Background: an optimization exercise with open tools, aiming at small area and a short achievable clock period. Do not read the settings as production practice.
RTL that was checked went through simulation tests only; none was proved equivalent to the original.

==> onyx: inputs <==
==> flow/design.v (excerpt) <==
module vector_sequencer (
  input  logic                clk_i,
  input  logic                rst_ni,
  input  logic [22:0]         req_i,
  input  logic                req_valid_i,
  output logic                req_ready_o,
  output logic                resp_o,
  output logic                resp_valid_o,
  output logic                idle_o,
  output logic [32:0]         unit_req_o,
  output logic                unit_req_valid_o,
  input  logic                unit_req_ready_i,
  input  logic [31:0]         unit_done_i,
  input  logic                addrgen_ack_i,
  input  logic                addrgen_error_i
);
  localparam int N = 8;
  logic [3:0] op;
  logic [4:0] vd, vs1, vs2;
  logic       use_vd, use_vs1, use_vs2, vm;
  assign op      = req_i[22:19];
  assign vd      = req_i[18:14];
  assign vs1     = req_i[13:9];
  assign vs2     = req_i[8:4];
  assign use_vd  = req_i[3];
  assign use_vs1 = req_i[2];
  assign use_vs2 = req_i[1];
  assign vm      = req_i[0];
  logic [1:0] unit;
  logic       is_mem;
  logic [N-1:0] running_q;
  logic [N-1:0] done_any;
  logic [N-1:0] free_oh;
  logic [2:0]   next_id;
  ...
export LEC_CHECK = 0
export CAP_MARGIN = 20
export CORE_MARGIN = 2
export CORE_UTILIZATION = 65
export CTS_CLUSTER_DIAMETER = 300
export CTS_CLUSTER_SIZE = 25
export SETUP_SLACK_MARGIN = 2.5
export SLEW_MARGIN = 20
export SYNTH_HIERARCHICAL = 1
export SYNTH_MINIMUM_KEEP_SIZE = 0
create_clock -name core_clock -period 5.0 [get_ports {clk_i}]
run.sh (not shown) runs the stock make flow with config.mk's settings and CLKGATE_MAP_FILE= SYNTH_SCRIPT=/design/flow/synth_recipe.tcl, a recipe that flattens the netlist after the stock synthesis.
==> lagoon: changes against onyx <==
--- a/flow/design.v
+++ b/flow/design.v
@@ -54,46 +54,16 @@
     case (op)
       4'd3, 4'd4: unit_of = unit_e'(2'd1);
       4'd5:       unit_of = unit_e'(2'd2);
       4'd6:       unit_of = unit_e'(2'd3);
       default:    unit_of = unit_e'(2'd0);
     endcase
   endfunction
 endpackage
-module issue_ctl (
-  input  logic [2:0] op_i,
-  input  logic       req_valid_i,
-  input  logic       unit_req_ready_i,
-  input  logic       addrgen_ack_i,
-  input  logic       wait_i,
-  input  logic       valid_i,
-  input  logic [3:0] block_i,
-  output logic       req_ready_o,
-  output logic       resp_valid_o,
-  output logic       held_o,
-  output logic       issue_o,
-  output logic       is_mem_o,
-  output logic [1:0] unit_o,
-  output logic [3:0] up_o
-);
-  logic is_alu, is_mul;
-  assign is_alu   = ~op_i[2] & ~(op_i[1] & op_i[0]);
-  assign is_mul   = (~op_i[2] & op_i[1] & op_i[0]) | (op_i[2] & ~op_i[1] & ~op_i[0]);
-  assign unit_o[1] = op_i[2] & (op_i[1] | op_i[0]);
-  assign unit_o[0] = (~op_i[2] & op_i[1] & op_i[0]) | (op_i[2] & ~op_i[0]);
-  assign is_mem_o = unit_o[1];
-  assign held_o  = valid_i & ~unit_req_ready_i;
-  assign issue_o = req_valid_i & ~held_o & ~block_i[unit_o];
-  assign up_o    = {4{issue_o}} & (4'b0001 << unit_o);
-  assign req_ready_o  = (wait_i & addrgen_ack_i) |
-                        (~held_o & (req_valid_i ? ((is_alu & ~block_i[0]) | (is_mul & ~block_i[1]))
-                                                : ~wait_i));
-  assign resp_valid_o = wait_i & addrgen_ack_i;
-endmodule
 module vector_sequencer (
   input  logic                clk_i,
   input  logic                rst_ni,
   input  logic [22:0]         req_i,
   input  logic                req_valid_i,
   output logic                req_ready_o,
   output logic                resp_o,
   output logic                resp_valid_o,
@@ -112,100 +82,85 @@
   assign op      = req_i[22:19];
   assign vd      = req_i[18:14];
   assign vs1     = req_i[13:9];
   assign vs2     = req_i[8:4];
   assign use_vd  = req_i[3];
   assign use_vs1 = req_i[2];
   assign use_vs2 = req_i[1];
   assign vm      = req_i[0];
+  function automatic logic [1:0] unit_of(logic [2:0] o);
+    unit_of[1] = o[2] & (o[1] | o[0]);
+    unit_of[0] = (~o[2] & o[1] & o[0]) | (o[2] & ~o[0]);
+  endfunction
   logic [1:0] unit;
   logic       is_mem;
+  assign unit   = unit_of(op[2:0]);
+  assign is_mem = unit[1];
   logic [N-1:0] running_q;
   logic [N-1:0] done_any;
   logic [N-1:0] free_oh;
   logic [2:0]   next_id;
+  logic         full;
   assign done_any = unit_done_i[7:0] | unit_done_i[15:8] |
                     unit_done_i[23:16] | unit_done_i[31:24];
   always_comb begin
     for (int i = 0; i < N; i++) begin
       free_oh[i] = ~running_q[i];
       for (int j = 0; j < i; j++) free_oh[i] = free_oh[i] & running_q[j];
     end
   end
   assign next_id[0] = free_oh[1] | free_oh[3] | free_oh[5] | free_oh[7];
   assign next_id[1] = free_oh[2] | free_oh[3] | free_oh[6] | free_oh[7];
   assign next_id[2] = free_oh[4] | free_oh[5] | free_oh[6] | free_oh[7];
-  logic [3:0] th0_q, th1_q, th0_d, th1_d;
-  logic [1:0] th2_q, th3_q, th2_d, th3_d;
-  logic [3:0] up, down;
+  assign full       = &running_q;
+  logic [2:0] cnt0_q, cnt1_q;
+  logic [1:0] cnt2_q, cnt3_q;
+  logic [3:0] unit_ready;
+  logic [3:0] down;
+  assign unit_ready = {~cnt3_q[1], ~cnt2_q[1], ~cnt1_q[2], ~cnt0_q[2]};
   assign down[0] = |unit_done_i[7:0];
   assign down[1] = |unit_done_i[15:8];
   assign down[2] = |unit_done_i[23:16];
   assign down[3] = |unit_done_i[31:24];
-  function automatic logic [3:0] th4_next(logic [3:0] t, logic u, logic d);
-    th4_next = (u & ~d) ? {t[2:0], 1'b1} : (d & ~u) ? {1'b0, t[3:1]} : t;
-  endfunction
-  function automatic logic [1:0] th2_next(logic [1:0] t, logic u, logic d);
-    th2_next = (u & ~d) ? {t[0], 1'b1} : (d & ~u) ? {1'b0, t[1]} : t;
-  endfunction
-  assign th0_d = th4_next(th0_q, up[0], down[0]);
-  assign th1_d = th4_next(th1_q, up[1], down[1]);
-  assign th2_d = th2_next(th2_q, up[2], down[2]);
-  assign th3_d = th2_next(th3_q, up[3], down[3]);
-  logic [3:0]   block_q, block_d;
-  logic         wait_q, wait_d;
-  logic [N-1:0] running_d;
-  logic         full_d;
-  logic         held;
-  logic         issue;
-  logic         busy_q;
-  issue_ctl i_issue (
-    .op_i             (op[2:0]),
-    .req_valid_i      (req_valid_i),
-    .unit_req_ready_i (unit_req_ready_i),
-    .addrgen_ack_i    (addrgen_ack_i),
-    .wait_i           (wait_q),
-    .valid_i          (unit_req_valid_o),
-    .block_i          (block_q),
-    .req_ready_o      (req_ready_o),
-    .resp_valid_o     (resp_valid_o),
-    .held_o           (held),
-    .issue_o          (issue),
-    .is_mem_o         (is_mem),
-    .unit_o           (unit),
-    .up_o             (up)
-  );
+  logic wait_q;
+  logic held;
+  logic issue;
+  logic [3:0] up;
+  assign held  = unit_req_valid_o & ~unit_req_ready_i;
+  assign issue = ~wait_q & req_valid_i & ~held & ~full & unit_ready[unit];
+  assign up    = {4{issue}} & (4'b0001 << unit);
+  logic ok_alu, ok_mul, ok_op;
+  assign ok_alu = ~wait_q & ~full & unit_ready[0];
+  assign ok_mul = ~wait_q & ~full & unit_ready[1];
+  assign ok_op  = op[2] ? (~op[1] & ~op[0] & ok_mul)
+                        : ((op[1] & op[0]) ? ok_mul : ok_alu);
+  assign req_ready_o  = (wait_q & addrgen_ack_i) |
+                        (~held & (req_valid_i ? ok_op : ~wait_q));
+  assign resp_valid_o = wait_q & addrgen_ack_i;
   assign resp_o       = addrgen_error_i;
-  assign running_d = (running_q & ~done_any) | ({N{issue}} & free_oh);
-  assign full_d    = &running_d;
-  assign wait_d    = wait_q ? ~addrgen_ack_i : (issue & is_mem);
-  assign block_d   = {4{wait_d | full_d}} | {th3_d[1], th2_d[1], th1_d[3], th0_d[3]};
-  assign idle_o = ~busy_q;
   always_ff @(posedge clk_i or negedge rst_ni) begin
     if (!rst_ni) begin
       running_q        <= '0;
-      busy_q           <= 1'b0;
+      idle_o           <= 1'b1;
       wait_q           <= 1'b0;
       unit_req_valid_o <= 1'b0;
-      block_q          <= '0;
-      th0_q            <= '0;
-      th1_q            <= '0;
-      th2_q            <= '0;
-      th3_q            <= '0;
+      cnt0_q           <= '0;
+      cnt1_q           <= '0;
+      cnt2_q           <= '0;
+      cnt3_q           <= '0;
     end else begin
-      running_q        <= running_d;
-      busy_q           <= issue | |(running_q & ~done_any);
-      wait_q           <= wait_d;
+      running_q        <= (running_q & ~done_any) | ({N{issue}} & free_oh);
+      idle_o           <= ~issue & ~|(running_q & ~done_any);
+      wait_q           <= wait_q ? ~addrgen_ack_i : (issue & is_mem);
       unit_req_valid_o <= issue | held;
-      block_q          <= block_d;
-      th0_q            <= th0_d;
-      th1_q            <= th1_d;
-      th2_q            <= th2_d;
-      th3_q            <= th3_d;
+      if (up[0] != down[0]) cnt0_q <= up[0] ? cnt0_q + 3'd1 : cnt0_q - 3'd1;
+      if (up[1] != down[1]) cnt1_q <= up[1] ? cnt1_q + 3'd1 : cnt1_q - 3'd1;
+      if (up[2] != down[2]) cnt2_q <= up[2] ? cnt2_q + 2'd1 : cnt2_q - 2'd1;
+      if (up[3] != down[3]) cnt3_q <= up[3] ? cnt3_q + 2'd1 : cnt3_q - 2'd1;
     end
   end
   logic [N-1:0][4:0] wreg_q, rreg1_q, rreg2_q;
   logic [N-1:0]      wflag_q, rflag1_q, rflag2_q, rflag0_q;
   logic [N-1:0]      hazard;
   logic vs1_z, vs2_z, vd_z, rd_v0;
   assign vs1_z = (vs1 == 5'd0);
   assign vs2_z = (vs2 == 5'd0);
- CTS_CLUSTER_DIAMETER: 300 -> unset
- CTS_CLUSTER_SIZE: 25 -> unset
- SYNTH_HIERARCHICAL: 1 -> unset
- SYNTH_MINIMUM_KEEP_SIZE: 0 -> unset
==> ember: changes against onyx <==
--- a/flow/design.v
+++ b/flow/design.v
@@ -54,16 +54,70 @@
     case (op)
       4'd3, 4'd4: unit_of = unit_e'(2'd1);
       4'd5:       unit_of = unit_e'(2'd2);
       4'd6:       unit_of = unit_e'(2'd3);
       default:    unit_of = unit_e'(2'd0);
     endcase
   endfunction
 endpackage
+module state_next (
+  input  logic [7:0] running_i,
+  input  logic [7:0] free_oh_i,
+  input  logic [3:0] th0_i,
+  input  logic [3:0] th1_i,
+  input  logic [1:0] th2_i,
+  input  logic [1:0] th3_i,
+  input  logic       wait_i,
+  input  logic [31:0] unit_done_i,
+  input  logic       addrgen_ack_i,
+  input  logic [1:0] unit_i,
+  input  logic       issue_i,
+  output logic [7:0] running_o,
+  output logic [3:0] th0_o,
+  output logic [3:0] th1_o,
+  output logic [1:0] th2_o,
+  output logic [1:0] th3_o,
+  output logic       wait_o
+);
+  logic [7:0] done_any, stay;
+  logic [3:0] down, sel;
+  logic [3:0] th0_0, th0_1, th1_0, th1_1;
+  logic [1:0] th2_0, th2_1, th3_0, th3_1;
+  logic       wait_0;
+  assign done_any = unit_done_i[7:0] | unit_done_i[15:8] |
+                    unit_done_i[23:16] | unit_done_i[31:24];
+  assign down[0]  = |unit_done_i[7:0];
+  assign down[1]  = |unit_done_i[15:8];
+  assign down[2]  = |unit_done_i[23:16];
+  assign down[3]  = |unit_done_i[31:24];
+  assign stay     = running_i & ~done_any;
+  assign sel      = 4'b0001 << unit_i;
+  assign running_o = stay | ({8{issue_i}} & free_oh_i);
+  function automatic logic [3:0] th4_next(logic [3:0] t, logic u, logic d);
+    th4_next = (u & ~d) ? {t[2:0], 1'b1} : (d & ~u) ? {1'b0, t[3:1]} : t;
+  endfunction
+  function automatic logic [1:0] th2_next(logic [1:0] t, logic u, logic d);
+    th2_next = (u & ~d) ? {t[0], 1'b1} : (d & ~u) ? {1'b0, t[1]} : t;
+  endfunction
+  assign th0_0 = th4_next(th0_i, 1'b0, down[0]);
+  assign th1_0 = th4_next(th1_i, 1'b0, down[1]);
+  assign th2_0 = th2_next(th2_i, 1'b0, down[2]);
+  assign th3_0 = th2_next(th3_i, 1'b0, down[3]);
+  assign th0_1 = th4_next(th0_i, sel[0], down[0]);
+  assign th1_1 = th4_next(th1_i, sel[1], down[1]);
+  assign th2_1 = th2_next(th2_i, sel[2], down[2]);
+  assign th3_1 = th2_next(th3_i, sel[3], down[3]);
+  assign th0_o = issue_i ? th0_1 : th0_0;
+  assign th1_o = issue_i ? th1_1 : th1_0;
+  assign th2_o = issue_i ? th2_1 : th2_0;
+  assign th3_o = issue_i ? th3_1 : th3_0;
+  assign wait_0 = wait_i & ~addrgen_ack_i;
+  assign wait_o = issue_i ? unit_i[1] : wait_0;
+endmodule
 module issue_ctl (
   input  logic [2:0] op_i,
   input  logic       req_valid_i,
   input  logic       unit_req_ready_i,
   input  logic       addrgen_ack_i,
   input  logic       wait_i,
   input  logic       valid_i,
   input  logic [3:0] block_i,
@@ -115,93 +169,86 @@
   assign vs2     = req_i[8:4];
   assign use_vd  = req_i[3];
   assign use_vs1 = req_i[2];
   assign use_vs2 = req_i[1];
   assign vm      = req_i[0];
   logic [1:0] unit;
   logic       is_mem;
   logic [N-1:0] running_q;
-  logic [N-1:0] done_any;
   logic [N-1:0] free_oh;
   logic [2:0]   next_id;
-  assign done_any = unit_done_i[7:0] | unit_done_i[15:8] |
-                    unit_done_i[23:16] | unit_done_i[31:24];
   always_comb begin
     for (int i = 0; i < N; i++) begin
       free_oh[i] = ~running_q[i];
       for (int j = 0; j < i; j++) free_oh[i] = free_oh[i] & running_q[j];
     end
   end
   assign next_id[0] = free_oh[1] | free_oh[3] | free_oh[5] | free_oh[7];
   assign next_id[1] = free_oh[2] | free_oh[3] | free_oh[6] | free_oh[7];
   assign next_id[2] = free_oh[4] | free_oh[5] | free_oh[6] | free_oh[7];
   logic [3:0] th0_q, th1_q, th0_d, th1_d;
   logic [1:0] th2_q, th3_q, th2_d, th3_d;
-  logic [3:0] up, down;
-  assign down[0] = |unit_done_i[7:0];
-  assign down[1] = |unit_done_i[15:8];
-  assign down[2] = |unit_done_i[23:16];
-  assign down[3] = |unit_done_i[31:24];
-  function automatic logic [3:0] th4_next(logic [3:0] t, logic u, logic d);
-    th4_next = (u & ~d) ? {t[2:0], 1'b1} : (d & ~u) ? {1'b0, t[3:1]} : t;
-  endfunction
-  function automatic logic [1:0] th2_next(logic [1:0] t, logic u, logic d);
-    th2_next = (u & ~d) ? {t[0], 1'b1} : (d & ~u) ? {1'b0, t[1]} : t;
-  endfunction
-  assign th0_d = th4_next(th0_q, up[0], down[0]);
-  assign th1_d = th4_next(th1_q, up[1], down[1]);
-  assign th2_d = th2_next(th2_q, up[2], down[2]);
-  assign th3_d = th2_next(th3_q, up[3], down[3]);
-  logic [3:0]   block_q, block_d;
+  logic [3:0] up;
+  logic [3:0]   block;
   logic         wait_q, wait_d;
   logic [N-1:0] running_d;
-  logic         full_d;
   logic         held;
   logic         issue;
-  logic         busy_q;
   issue_ctl i_issue (
     .op_i             (op[2:0]),
     .req_valid_i      (req_valid_i),
     .unit_req_ready_i (unit_req_ready_i),
     .addrgen_ack_i    (addrgen_ack_i),
     .wait_i           (wait_q),
     .valid_i          (unit_req_valid_o),
-    .block_i          (block_q),
+    .block_i          (block),
     .req_ready_o      (req_ready_o),
     .resp_valid_o     (resp_valid_o),
     .held_o           (held),
     .issue_o          (issue),
     .is_mem_o         (is_mem),
     .unit_o           (unit),
     .up_o             (up)
   );
   assign resp_o       = addrgen_error_i;
-  assign running_d = (running_q & ~done_any) | ({N{issue}} & free_oh);
-  assign full_d    = &running_d;
-  assign wait_d    = wait_q ? ~addrgen_ack_i : (issue & is_mem);
-  assign block_d   = {4{wait_d | full_d}} | {th3_d[1], th2_d[1], th1_d[3], th0_d[3]};
-  assign idle_o = ~busy_q;
+  state_next i_next (
+    .running_i     (running_q),
+    .free_oh_i     (free_oh),
+    .th0_i         (th0_q),
+    .th1_i         (th1_q),
+    .th2_i         (th2_q),
+    .th3_i         (th3_q),
+    .wait_i        (wait_q),
+    .unit_done_i   (unit_done_i),
+    .addrgen_ack_i (addrgen_ack_i),
+    .unit_i        (unit),
+    .issue_i       (issue),
+    .running_o     (running_d),
+    .th0_o         (th0_d),
+    .th1_o         (th1_d),
+    .th2_o         (th2_d),
+    .th3_o         (th3_d),
+    .wait_o        (wait_d)
+  );
+  assign idle_o = ~|running_q;
+  assign block  = {4{wait_q | (&running_q)}} | {th3_q[1], th2_q[1], th1_q[3], th0_q[3]};
   always_ff @(posedge clk_i or negedge rst_ni) begin
     if (!rst_ni) begin
       running_q        <= '0;
-      busy_q           <= 1'b0;
       wait_q           <= 1'b0;
       unit_req_valid_o <= 1'b0;
-      block_q          <= '0;
       th0_q            <= '0;
       th1_q            <= '0;
       th2_q            <= '0;
       th3_q            <= '0;
     end else begin
       running_q        <= running_d;
-      busy_q           <= issue | |(running_q & ~done_any);
       wait_q           <= wait_d;
       unit_req_valid_o <= issue | held;
-      block_q          <= block_d;
       th0_q            <= th0_d;
       th1_q            <= th1_d;
       th2_q            <= th2_d;
       th3_q            <= th3_d;
     end
   end
   logic [N-1:0][4:0] wreg_q, rreg1_q, rreg2_q;
   logic [N-1:0]      wflag_q, rflag1_q, rflag2_q, rflag0_q;
@@ -252,22 +299,23 @@
         rflag1_q[i] <= rflag1_q[i] & ~r1_kill;
         rflag2_q[i] <= rflag2_q[i] & ~r2_kill;
         rflag0_q[i] <= rflag0_q[i] & ~r0_kill;
       end
     end
   end
   logic [2:0]  id_q;
   logic [2:0]  op_q;
-  logic [1:0]  unit_q;
   logic [15:0] regs_q;
   logic [7:0]  hazard_q;
   always_ff @(posedge clk_i) begin
     if (!held) begin
       id_q     <= next_id;
       op_q     <= op[2:0];
-      unit_q   <= unit;
       regs_q   <= {vd, vs1, vs2, vm};
       hazard_q <= hazard;
     end
   end
+  logic [1:0] unit_q;
+  assign unit_q[1] = op_q[2] & (op_q[1] | op_q[0]);
+  assign unit_q[0] = (~op_q[2] & op_q[1] & op_q[0]) | (op_q[2] & ~op_q[0]);
   assign unit_req_o = {id_q, 1'b0, op_q, unit_q, regs_q, hazard_q};
 endmodule
==> flow/flow/run.sh (new file) <==
#!/bin/bash
# Standard layout, with every port buffered by the smallest buffer
# (sky130_fd_sc_hd__buf_1); the resizer still upsizes them where timing needs it.
set -euo pipefail
bash standard.sh "BUFFER_PORTS_ARGS=-buffer_cell sky130_fd_sc_hd__buf_1" finish > standard.log 2>&1
==> flow/standard.sh (new file) <==
#!/bin/bash
# synth_recipe.tcl (not shown) runs the flow's synth.tcl, then flattens the netlist and writes it again
# the make line also repeats each setting of config.mk as NAME=value (left out here)
make -C /OpenROAD-flow-scripts/flow DESIGN_CONFIG=/design/flow/config.mk WORK_HOME=/design/flow/orfs CLKGATE_MAP_FILE= SYNTH_SCRIPT=/design/flow/synth_recipe.tcl "${@:-finish}"
- CORE_UTILIZATION: 65 -> 55
removed: flow/run.sh
==> comparison <==
Register-to-register slack: onyx > lagoon > ember. The lowest via count belongs to ember, the highest to onyx. Cell count, lowest first: lagoon, onyx, ember. Final area, highest first: lagoon, onyx, ember. Global-route usage: ember is lower than lagoon (4.7 points). Hold slack: lagoon < ember < onyx. Fmax: ember < lagoon < onyx.
Function not checked in onyx and ember: the RTL went through the layout flow alone.

[separate check: timing with driven ports]
In the flow no input, the clock included, has a driving cell. The finished layouts below were timed again as built, in two steps.
Step 1 sets driving cells, clkbuf_16 on the clock port and buf_2 on the other inputs (assumed; they add their load-dependent delay and slew).
Step 2 also shifts input and output timing later by t, the mid clock arrival at the registers, as if the neighbouring blocks saw the same clock.
a / b / c = ideal / step 1 / step 2; a / b = the first two.
run | t, ns | setup slack, ns | worst setup path after step 2 | worst register clock-pin slew, ns
onyx | 0.519 | 2.182 / 2.145 / 1.993 | input to register | 0.11 / 0.11
lagoon | 0.542 | 2.130 / 2.072 / 1.881 | input to register | 0.06 / 0.06
ember | 0.510 | 1.857 / 1.810 / 1.896 | input to output | 0.10 / 0.10
After both steps setup and hold are still met in every run listed. For lagoon, which loses most, drivers alone change the setup slack by -0.058 ns; drivers and shift together by -0.249 ns.
